This design comes from an exercise in tuning for a short achievable clock period and few clock cycles on the open sky130 flow, not from production work.
In this exercise RTL edits were held to simulation tests only and were not proved equivalent to the original.
Power is estimated from default activity; no workload was simulated.

**flow/run.sh**
```bash
#!/bin/bash
# synth_recipe.tcl (not shown) runs the flow's synth.tcl, then flattens the netlist and writes it again
# the make line also repeats each setting of config.mk as NAME=value (left out here)
make -C /OpenROAD-flow-scripts/flow DESIGN_CONFIG=/design/flow/config.mk WORK_HOME=/design/flow/orfs CLKGATE_MAP_FILE= SYNTH_SCRIPT=/design/flow/synth_recipe.tcl finish
```
**flow/config.mk**
```make
export PLATFORM = sky130hd
export DESIGN_NAME = cpu_top
export DESIGN_NICKNAME = cpu_top
export VERILOG_FILES = /design/flow/design.v
export SDC_FILE = /design/flow/constraint.sdc
export NUM_CORES = 4
export LEC_CHECK = 0
export CAP_MARGIN = 20
export CORE_MARGIN = 2
export CORE_UTILIZATION = 40
export PLACE_DENSITY = 0.6
export SLEW_MARGIN = 20
```
**flow/constraint.sdc**
```tcl
create_clock -name core_clock -period 10.0 [get_ports {clk}]
set_input_delay 2.0000 -clock core_clock [delete_from_list [all_inputs] [get_ports {clk}]]
set_output_delay 2.0000 -clock core_clock [all_outputs]
set_load 0.01 [all_outputs]
```
**flow/design.v**
```verilog
`timescale 1ns/1ps
module alu (
	input  logic [2:0]  op,
	input  logic [31:0] a,
	input  logic [31:0] b,
	output logic [31:0] result
);
	localparam int WORD_W   = 32;
	localparam logic [2:0] ALU_ADD = 3'd0;
	localparam logic [2:0] ALU_SUB = 3'd1;
	localparam logic [2:0] ALU_AND = 3'd2;
	localparam logic [2:0] ALU_OR  = 3'd3;
	localparam logic [2:0] ALU_SHR = 3'd4;
	localparam logic [2:0] ALU_SHL = 3'd5;
	localparam logic [2:0] ALU_NEG = 3'd6;
	localparam logic [2:0] ALU_NOT = 3'd7;
	localparam int SHAMT_W = $clog2(WORD_W);
	logic [SHAMT_W-1:0] shamt;
	assign shamt = b[SHAMT_W-1:0];  
	always_comb begin
		case (op)
			ALU_ADD: result = a + b;    
			ALU_SUB: result = a - b;
			ALU_AND: result = a & b;
			ALU_OR:  result = a | b;
			ALU_SHR: result = a >> shamt;  
			ALU_SHL: result = a << shamt;
			ALU_NEG: result = -b;
			ALU_NOT: result = ~b;
			default: result = '0;
		endcase
	end
endmodule
`timescale 1ns/1ps
module register_file (
	input  logic        clk,
	input  logic        reset_n,
	input  logic [3:0]  read_a_idx,
	input  logic [3:0]  read_b_idx,
	input  logic [3:0]  write_idx,
	input  logic        base_mode,
	input  logic        write_en,
	input  logic [31:0] write_data,
	output logic [31:0] read_a,
	output logic [31:0] read_b
);
	localparam int WORD_W   = 32;
	localparam int REG_CNT  = 16;
	logic [WORD_W-1:0] regs [REG_CNT];
	always_ff @(posedge clk) begin
		if (!reset_n) begin
			for (int i = 0; i < REG_CNT; i++) begin
				regs[i] <= '0;
			end
		end else if (write_en) begin
			regs[write_idx] <= write_data;
		end
	end
	assign read_a = regs[read_a_idx];
	assign read_b = (base_mode && read_b_idx == '0) ? '0 : regs[read_b_idx];
endmodule
`timescale 1ns/1ps
module program_counter (
	input  logic        clk,
	input  logic        reset_n,
	input  logic        pc_inc,
	input  logic        pc_load,
	input  logic [31:0] target,
	output logic [31:0] pc
);
	localparam int WORD_W   = 32;
	logic [WORD_W-1:0] pc_reg;
	always_ff @(posedge clk) begin
		if (!reset_n) begin
			pc_reg <= '0;
		end else if (pc_load) begin
			pc_reg <= target;  
		end else if (pc_inc) begin
			pc_reg <= pc_reg + 1'b1;  
		end
	end
	assign pc = pc_reg;
endmodule
`timescale 1ns/1ps
module cpu_control (
	input  logic        clk,
	input  logic        reset_n,
	input  logic [31:0] instr,
	input  logic        cond_true,
	input  logic        mem_ack,
	output logic        ir_load,
	output logic        mar_load,
	output logic        mdr_load_mem,
	output logic        mdr_load_reg,      
	output logic        y_load,
	output logic        z_load,
	output logic [1:0]  b_sel,
	output logic [2:0]  alu_op,
	output logic        reg_write,
	output logic        wr_sel,            
	output logic        base_mode,         
	output logic        mar_from_pc,       
	output logic        pc_inc,
	output logic        pc_load,
	output logic        mem_req_valid,
	output logic        mem_we,
	output logic        halted
);
	localparam logic [4:0] OP_LD   = 5'b00000;
	localparam logic [4:0] OP_LDI  = 5'b00001;
	localparam logic [4:0] OP_ST   = 5'b00010;
	localparam logic [4:0] OP_ADD  = 5'b00011;
	localparam logic [4:0] OP_SUB  = 5'b00100;
	localparam logic [4:0] OP_SHR  = 5'b00101;
	localparam logic [4:0] OP_SHL  = 5'b00110;
	localparam logic [4:0] OP_AND  = 5'b01001;
	localparam logic [4:0] OP_OR   = 5'b01010;
	localparam logic [4:0] OP_ANDI = 5'b01100;
	localparam logic [4:0] OP_ORI  = 5'b01101;
	localparam logic [4:0] OP_NEG  = 5'b10000;
	localparam logic [4:0] OP_NOT  = 5'b10001;
	localparam logic [4:0] OP_BR   = 5'b10010;
	localparam logic [4:0] OP_NOP  = 5'b11001;
	localparam logic [4:0] OP_HALT = 5'b11010;
	localparam logic [2:0] ALU_ADD = 3'd0;
	localparam logic [2:0] ALU_SUB = 3'd1;
	localparam logic [2:0] ALU_AND = 3'd2;
	localparam logic [2:0] ALU_OR  = 3'd3;
	localparam logic [2:0] ALU_SHR = 3'd4;
	localparam logic [2:0] ALU_SHL = 3'd5;
	localparam logic [2:0] ALU_NEG = 3'd6;
	localparam logic [2:0] ALU_NOT = 3'd7;
	localparam logic [1:0] B_CONST = 2'd0;
	localparam logic [1:0] B_RC    = 2'd1;
	localparam logic [1:0] B_RB    = 2'd2;
	localparam logic [3:0] S_RESET       = 4'd0;
	localparam logic [3:0] S_FETCH_ADDR  = 4'd1;
	localparam logic [3:0] S_FETCH_WAIT  = 4'd2;
	localparam logic [3:0] S_DECODE      = 4'd3;
	localparam logic [3:0] S_OPERAND     = 4'd4;
	localparam logic [3:0] S_RESULT      = 4'd5;
	localparam logic [3:0] S_WRITE       = 4'd6;
	localparam logic [3:0] S_MEM_ADDR    = 4'd7;
	localparam logic [3:0] S_MEM_WAIT    = 4'd8;
	localparam logic [3:0] S_MEM_RELEASE = 4'd9;
	localparam logic [3:0] S_HALTED      = 4'd10;
	logic [3:0] state;
	logic [3:0] state_next;
	logic [4:0] opcode;
	logic       take_branch;
	logic       is_alu_r;
	logic       is_unary;
	logic       is_imm;
	logic       is_ld;
	logic       is_st;
	logic       is_br;
	logic [2:0] alu_of;
	always_comb begin
		case (opcode)
			OP_SUB:          alu_of = ALU_SUB;
			OP_AND, OP_ANDI: alu_of = ALU_AND;
			OP_OR, OP_ORI:   alu_of = ALU_OR;
			OP_SHR:          alu_of = ALU_SHR;
			OP_SHL:          alu_of = ALU_SHL;
			OP_NEG:          alu_of = ALU_NEG;
			OP_NOT:          alu_of = ALU_NOT;
			default:         alu_of = ALU_ADD;  
		endcase
	end
	assign opcode   = instr[31:27];
	assign is_alu_r = (opcode == OP_ADD) || (opcode == OP_SUB) || (opcode == OP_AND) ||
	                  (opcode == OP_OR) || (opcode == OP_SHR) || (opcode == OP_SHL);
	assign is_unary = (opcode == OP_NEG) || (opcode == OP_NOT);
	assign is_imm   = (opcode == OP_LDI) || (opcode == OP_ANDI) || (opcode == OP_ORI);
	assign is_ld    = (opcode == OP_LD);
	assign is_st    = (opcode == OP_ST);
	assign is_br    = (opcode == OP_BR);
	always_ff @(posedge clk) begin
		if (!reset_n) begin
			state <= S_RESET;
			take_branch <= 1'b0;
		end else begin
			state <= state_next;
			if (state == S_OPERAND && is_br) begin
				take_branch <= cond_true;  
			end
		end
	end
	always_comb begin
		state_next = state;
		case (state)
			S_RESET:      state_next = S_FETCH_ADDR;
			S_FETCH_ADDR: state_next = S_FETCH_WAIT;
			S_FETCH_WAIT: if (mem_ack) state_next = S_DECODE;
			S_DECODE:     if (!mem_ack) state_next = S_OPERAND;  
			S_OPERAND: begin
				if (is_alu_r || is_unary || is_imm || is_ld || is_st || is_br) begin
					state_next = S_RESULT;
				end else if (opcode == OP_HALT) begin
					state_next = S_HALTED;
				end else begin
					state_next = S_FETCH_ADDR;  
				end
			end
			S_RESULT:      state_next = (is_ld || is_st) ? S_MEM_ADDR : S_WRITE;
			S_WRITE:       state_next = S_FETCH_ADDR;
			S_MEM_ADDR:    state_next = S_MEM_WAIT;
			S_MEM_WAIT:    if (mem_ack) state_next = S_MEM_RELEASE;
			S_MEM_RELEASE: if (!mem_ack) state_next = S_FETCH_ADDR;
			S_HALTED:      state_next = S_HALTED;  
			default:       state_next = S_RESET;
		endcase
	end
	always_comb begin
		ir_load = 1'b0;
		mar_load = 1'b0;
		mdr_load_mem = 1'b0;
		mdr_load_reg = 1'b0;
		y_load = 1'b0;
		z_load = 1'b0;
		b_sel = B_CONST;
		alu_op = ALU_ADD;
		reg_write = 1'b0;
		wr_sel = 1'b0;
		base_mode = 1'b0;
		mar_from_pc = 1'b0;
		pc_inc = 1'b0;
		pc_load = 1'b0;
		case (state)
			S_FETCH_ADDR: begin
				mar_load = 1'b1;
				mar_from_pc = 1'b1;
				pc_inc = 1'b1;
			end
			S_FETCH_WAIT: mdr_load_mem = mem_ack;
			S_DECODE:     ir_load = 1'b1;
			S_OPERAND: begin
				y_load = is_alu_r || is_unary || is_imm || is_ld || is_st || is_br;
				base_mode = is_imm || is_ld || is_st;
				mar_from_pc = is_br;
			end
			S_RESULT: begin
				z_load = 1'b1;
				alu_op = alu_of;
				if (is_alu_r) begin
					b_sel = B_RC;
				end else if (is_unary) begin
					b_sel = B_RB;
				end else begin
					b_sel = B_CONST;
				end
			end
			S_WRITE: begin
				reg_write = !is_br;
				pc_load = is_br && take_branch;
			end
			S_MEM_ADDR: begin
				mar_load = 1'b1;  
				mdr_load_reg = is_st;
			end
			S_MEM_WAIT:    mdr_load_mem = mem_ack && is_ld;
			S_MEM_RELEASE: begin
				reg_write = is_ld;
				wr_sel = 1'b1;
			end
			default: ;
		endcase
	end
	assign mem_req_valid = (state == S_FETCH_WAIT) || (state == S_MEM_WAIT);
	assign mem_we = (state == S_MEM_WAIT) && is_st;
	assign halted = (state == S_HALTED);
endmodule
`timescale 1ns/1ps
module cpu_datapath (
	input  logic        clk,
	input  logic        reset_n,
	input  logic        ir_load,
	input  logic        mar_load,
	input  logic        mdr_load_mem,
	input  logic        mdr_load_reg,
	input  logic        y_load,
	input  logic        z_load,
	input  logic [1:0]  b_sel,
	input  logic [2:0]  alu_op,
	input  logic        reg_write,
	input  logic        wr_sel,
	input  logic        base_mode,
	input  logic        mar_from_pc,
	input  logic [31:0] pc,
	input  logic [31:0] mem_rdata,
	output logic [31:0] instr,
	output logic        cond_true,
	output logic [31:0] target,
	output logic [31:0] mem_addr,
	output logic [31:0] mem_wdata
);
	localparam int WORD_W   = 32;
	localparam int REG_W    = 4;
	localparam int CONST_W  = 19;
	localparam logic [1:0] B_CONST = 2'd0;
	localparam logic [1:0] B_RC    = 2'd1;
	localparam logic [1:0] B_RB    = 2'd2;
	logic [WORD_W-1:0] ir;
	logic [WORD_W-1:0] mar;
	logic [WORD_W-1:0] mdr;
	logic [WORD_W-1:0] y_reg;
	logic [WORD_W-1:0] z_reg;
	logic [WORD_W-1:0] const_ext;
	logic [WORD_W-1:0] read_a;
	logic [WORD_W-1:0] read_b;
	logic [WORD_W-1:0] alu_b;
	logic [WORD_W-1:0] alu_result;
	logic [WORD_W-1:0] write_data;
	logic [REG_W-1:0]  read_a_idx;
	logic [REG_W-1:0]  ir_ra;
	logic [REG_W-1:0]  ir_rb;
	logic [REG_W-1:0]  ir_rc;
	logic [1:0]        ir_c2;
	assign ir_ra = ir[26:23];
	assign ir_rb = ir[22:19];
	assign ir_rc = ir[18:15];
	assign ir_c2 = ir[20:19];
	assign const_ext = {{(WORD_W-CONST_W){ir[CONST_W-1]}}, ir[CONST_W-1:0]};
	always_comb begin
		case (b_sel)
			B_RC:    read_a_idx = ir_rc;
			B_RB:    read_a_idx = ir_rb;
			default: read_a_idx = ir_ra;
		endcase
	end
	assign alu_b = (b_sel == B_CONST) ? const_ext : read_a;
	assign write_data = wr_sel ? mdr : z_reg;
	always_ff @(posedge clk) begin
		if (ir_load) begin
			ir <= mdr;  
		end
		if (mar_load) begin
			mar <= mar_from_pc ? pc : z_reg;
		end
		if (mdr_load_mem) begin
			mdr <= mem_rdata;
		end else if (mdr_load_reg) begin
			mdr <= read_a;
		end
		if (y_load) begin
			y_reg <= mar_from_pc ? pc : read_b;
		end
		if (z_load) begin
			z_reg <= alu_result;
		end
	end
	always_comb begin
		case (ir_c2)
			2'd0:    cond_true = (read_a == '0);
			2'd1:    cond_true = (read_a != '0);
			2'd2:    cond_true = !read_a[WORD_W-1] && (read_a != '0);
			default: cond_true = read_a[WORD_W-1];
		endcase
	end
	register_file u_register_file (
		.clk        (clk),
		.reset_n    (reset_n),
		.read_a_idx (read_a_idx),
		.read_b_idx (ir_rb),
		.write_idx  (ir_ra),
		.base_mode  (base_mode),
		.write_en   (reg_write),
		.write_data (write_data),
		.read_a     (read_a),
		.read_b     (read_b)
	);
	alu u_alu (
		.op     (alu_op),
		.a      (y_reg),
		.b      (alu_b),
		.result (alu_result)
	);
	assign instr = ir;
	assign target = z_reg;  
	assign mem_addr = mar;
	assign mem_wdata = mdr;
endmodule
`timescale 1ns/1ps
module cpu_top (
	input  logic        clk,
	input  logic        reset_n,
	input  logic        mem_ack,
	input  logic [31:0] mem_rdata,
	output logic        mem_req,
	output logic        mem_we,
	output logic [31:0] mem_addr,
	output logic [31:0] mem_wdata,
	output logic        halted
);
	logic        ir_load;
	logic        mar_load;
	logic        mdr_load_mem;
	logic        mdr_load_reg;
	logic        y_load;
	logic        z_load;
	logic [1:0]  b_sel;
	logic [2:0]  alu_op;
	logic        reg_write;
	logic        wr_sel;
	logic        base_mode;
	logic        mar_from_pc;
	logic [31:0] instr;
	logic        cond_true;
	logic        pc_inc;
	logic        pc_load;
	logic [31:0] pc;
	logic [31:0] target;
	cpu_control u_cpu_control (
		.clk           (clk),
		.reset_n       (reset_n),
		.instr         (instr),
		.cond_true     (cond_true),
		.mem_ack       (mem_ack),
		.ir_load       (ir_load),
		.mar_load      (mar_load),
		.mdr_load_mem  (mdr_load_mem),
		.mdr_load_reg  (mdr_load_reg),
		.y_load        (y_load),
		.z_load        (z_load),
		.b_sel         (b_sel),
		.alu_op        (alu_op),
		.reg_write     (reg_write),
		.wr_sel        (wr_sel),
		.base_mode     (base_mode),
		.mar_from_pc   (mar_from_pc),
		.pc_inc        (pc_inc),
		.pc_load       (pc_load),
		.mem_req_valid (mem_req),
		.mem_we        (mem_we),
		.halted        (halted)
	);
	program_counter u_program_counter (
		.clk     (clk),
		.reset_n (reset_n),
		.pc_inc  (pc_inc),
		.pc_load (pc_load),
		.target  (target),
		.pc      (pc)
	);
	cpu_datapath u_cpu_datapath (
		.clk          (clk),
		.reset_n      (reset_n),
		.ir_load      (ir_load),
		.mar_load     (mar_load),
		.mdr_load_mem (mdr_load_mem),
		.mdr_load_reg (mdr_load_reg),
		.y_load       (y_load),
		.z_load       (z_load),
		.b_sel        (b_sel),
		.alu_op       (alu_op),
		.reg_write    (reg_write),
		.wr_sel       (wr_sel),
		.base_mode    (base_mode),
		.mar_from_pc  (mar_from_pc),
		.pc           (pc),
		.mem_rdata    (mem_rdata),
		.instr        (instr),
		.cond_true    (cond_true),
		.target       (target),
		.mem_addr     (mem_addr),
		.mem_wdata    (mem_wdata)
	);
endmodule
```
==> impl_metrics.env <==
export IMPL_outcome="finished clean"
export IMPL_antenna_found_initial=8
export IMPL_drtIter0Drc=5161
export IMPL_place_gp_congestion=1.01
export IMPL_grt_max_degree=84
export IMPL_die_height_um=333
export IMPL_power_mw=8.01
export IMPL_cts_inserted_buffers=82
export IMPL_clk_latency_ps=680
export IMPL_ctsLongestPathBuffers=3
export IMPL_worst_slew_pin_slew_ps=1280
export IMPL_netlist_top_cells_area="edfxtp_1 (47%), mux4_2 (14%), nor2_1 (5.7%)"
export IMPL_worstHoldPathType="register to register"
export IMPL_cts_sinks=716
export IMPL_postCtsSetupBuffers=0
export IMPL_final_layout_size_suffix_gt1_share_pct=16.9
export IMPL_cts_root_buf="clkbuf_16"
export IMPL_vias=34900
export IMPL_finClkSkew_ps=34.8
export IMPL_rsz0062_at_grt="false"
export IMPL_arrival_ps=9410
export IMPL_start_util_pct=40.4
export IMPL_largest_reg_flops=512
export IMPL_synthFlopType="edfxtp_1"
export IMPL_groute_usage_overall_pct=30.2
export IMPL_cts_resized=0
export IMPL_endpoint_kind="register"
export IMPL_regMostFlops="u_cpu_datapath.u_register_file.regs"
export IMPL_wirelength_mm=171
export IMPL_cts_max_level=3
export IMPL_port_buffers=101
export IMPL_yosysTopAreaCellShare_pct=46.6
export IMPL_period_share_pct=90.4
export IMPL_path_clk_slew_ps=70
export IMPL_synth_nets=3955
export IMPL_setup_tns_ps=0
export IMPL_rows=120
export IMPL_fin_nets=3974
export IMPL_finalSetupViolCount=0
export IMPL_syn_avg_cell_area_um2=11.3
export IMPL_hpwl_mm=114
export IMPL_ys_ff_latch=716
export IMPL_fin_crit_ps=9040
export IMPL_ys_seq_area_share_pct=48.7
export IMPL_drt_pre_antenna_iters=9
export IMPL_grt_pass1_vias=33300
export IMPL_power_density_nw_per_um2=165
export IMPL_max_slew_margin_rel_pct=14.1
export IMPL_crit_type="register to register"
export IMPL_vias_per_cell=6.57
export IMPL_slew_violations=0
export IMPL_die_area_um2=111000
export IMPL_synth_edf_count=672
export IMPL_cp_max_fo=19
export IMPL_ant_nets=0
export IMPL_post_route_drc_count=0
export IMPL_io_pins=102
export IMPL_max_freq_ghz=0.111
export IMPL_cp_required_ps=10370
export IMPL_cp_start_kind="register"
export IMPL_postSynth_asyncResetShare_pct=0
export IMPL_synth_top_area_cell="edfxtp_1"
export IMPL_grt_pass1_wl_mm=241
export IMPL_core_um2=107000
export IMPL_hold_violations=0
export IMPL_synthToLayoutAreaGrowth_pct=12.5
export IMPL_cts_hold_buffers_added=0
export IMPL_global_route_overflow_total=0
export IMPL_cts_tree="yes"
export IMPL_die_width_um=333
export IMPL_synthCells=3815
export IMPL_wl_per_cell_um=32.2
export IMPL_yosysUniqueCellTypes=93
export IMPL_max_cap_violations=0
export IMPL_ys_warn_count=5
export IMPL_ir_drop_v=0.000139
export IMPL_leakagePower_nw=17.6
export IMPL_synth_area_um2=43300
export IMPL_fill_cells=9842
## layer usage
metal | GRT usage [%] | up-vias | wire (µm)
met5 | 0 | - | 32
met4 | 15.5 | 4 | 9960
met3 | 6.10 | 504 | 18900
met2 | 48.4 | 2386 | 79000
met1 | 38.7 | 17400 | 63100
li1 | - | 14500 | -
## placed cells by master (no fill, tap or decap), types with 20 or more instances in the layout
cell	netlist	final
dfxtp_1	44	40
o21ai_0	154	154
a21o_1	38	38
edfxtp_1	672	672
mux4_2	271	271
a31oi_1	20	20
nor3_1	44	41
o22ai_1	23	23
nand3_1	101	95
clkdlybuf4s50_1	0	101
xor2_1	31	31
and3_1	61	60
o211ai_1	30	30
a21oi_1	185	183
xnor2_1	28	28
nand4_1	36	36
a211oi_1	34	34
nor2_1	655	650
mux2i_1	135	134
ha_1	103	103
a221oi_1	40	40
buf_4	7	123
inv_1	121	120
a22oi_1	24	24
nand2_1	342	316
mux2_2	46	46
nand2_2	0	26
clkbuf_16	0	83
## stage by stage
stage | std cells | hold WS, ps | area (µm²) | util, % | setup WS [ps]
2_1_floorplan | 3815 | 446 | 43300 | - | 1800
3_3_place_gp | 5153 | 457 | 46000 | 42.9 | 1510
3_5_place_dp | 5153 | 462 | 46000 | 42.9 | 1230
4_1_cts | 5304 | 474 | 48700 | 45.4 | 1220
5_1_grt | 5304 | 505 | 48700 | 45.4 | 459
6_report | 5305 | 486 | 48700 | 45.4 | 961
## layout make-up
class,instances,area (µm²),share of cell area [%]
repair buffers,226,1970,4.04
clock buffers,100,2160,4.44
well taps,1403,1760,3.61
flip-flops and latches,716,21100,43.3
multi-input cells,2685,20700,42.6
inverters,123,462,0.949
clock inverters,51,527,1.08
diodes,1,2.50,0.00514
## worst paths after layout
| check | to | start | cells after the start | slack, ps |
|---|---|---|---|---|
| hold / removal | u_program_counter.pc_reg[31] | u_program_counter.pc_reg[31] | 2 | 490 |
| setup reg to reg | u_cpu_datapath.z_reg[28] | u_cpu_control.state[0] | 26 | 960 |
| setup / recovery | u_cpu_datapath.z_reg[28] | u_cpu_control.state[0] | 26 | 960 |
| hold reg to reg | u_program_counter.pc_reg[31] | u_program_counter.pc_reg[31] | 2 | 490 |
## cells in the mapped netlist, types with 44 or more instances
library cell and instances:
edfxtp_1 672, nand3_1 101, ha_1 103, o21ai_0 154, nor3_1 44, dfxtp_1 44, mux2_2 46, nor2_1 655
nand2_1 342, mux4_2 271, inv_1 121, clkbuf_1 212, and3_1 61, a21oi_1 185, mux2i_1 135
## logic make-up (layout without fill, tap and decap cells)
kind of cell    after synthesis  after routing  synth area share, %
xor+xnor                     59             59                 1.19
mux                         453            453                 18.5
compound gates              727            727                 11.3
buf+inv                     414            500                 3.92
flops                       716            716                 48.7
other cells                   0              1                    0
fa+ha+maj                   105            105                 3.07
simple gates               1341           1341                 13.3
## power by group
group / total, mW / internal (mW) / switching [mW]
clock network: 3.06 / 1.74 / 1.32
logic: 1.40 / 0.544 / 0.855
registers: 3.55 / 3.43 / 0.121
## critical path, stage by stage (launching register included)
cell and delay, ps:
dfxtp_1 600, nand2_1 270, or2_2 410, inv_1 110, nand4_1 180, ha_1 720
and2b_1 340, or2_1 750, a2111oi_0 310, or4_4 620, nand2_1 170, buf_4 290
nand3_2 100, inv_1 110, ha_1 180, fa_1 220, nor2b_1 80, o31ai_1 440
a2bb2oi_1 200, a221oi_1 720, o21ai_0 400, a41o_1 380, o211ai_1 340, nand3b_1 190
a41oi_1 280, xor2_1 180, o221ai_1 150
Testbench counts, summed over its fixed seeds: cycles 110,215.

## afterwards: timing with drivers on the ports
The results above use ideal ports. As a check the final layout listed here was re-extracted and re-timed, cells and wires unchanged.
Step 1, drivers: a clkbuf_16 drives clk and a buf_2 each remaining input, both assumed.
Step 2 moves the port delays by t, midway between the first and last clock arrival at a register: inputs arrive t later, outputs are due t later. That takes back most of the time a late clock gives input paths.
a / b / c = ideal ports / drivers / drivers and shift; a / b = the first two.
t, ns: 0.736
setup slack, ns: 0.961 / 0.961 / 0.961
hold slack, ns: 0.486 / 0.486 / 0.486
clock arrival spread, ns: 0.035 / 0.035
pins driven straight from the clock port: 1
After both steps this run still meets setup and hold. For this run, drivers alone change the setup slack by 0.000 ns; drivers and shift together by 0.000 ns.
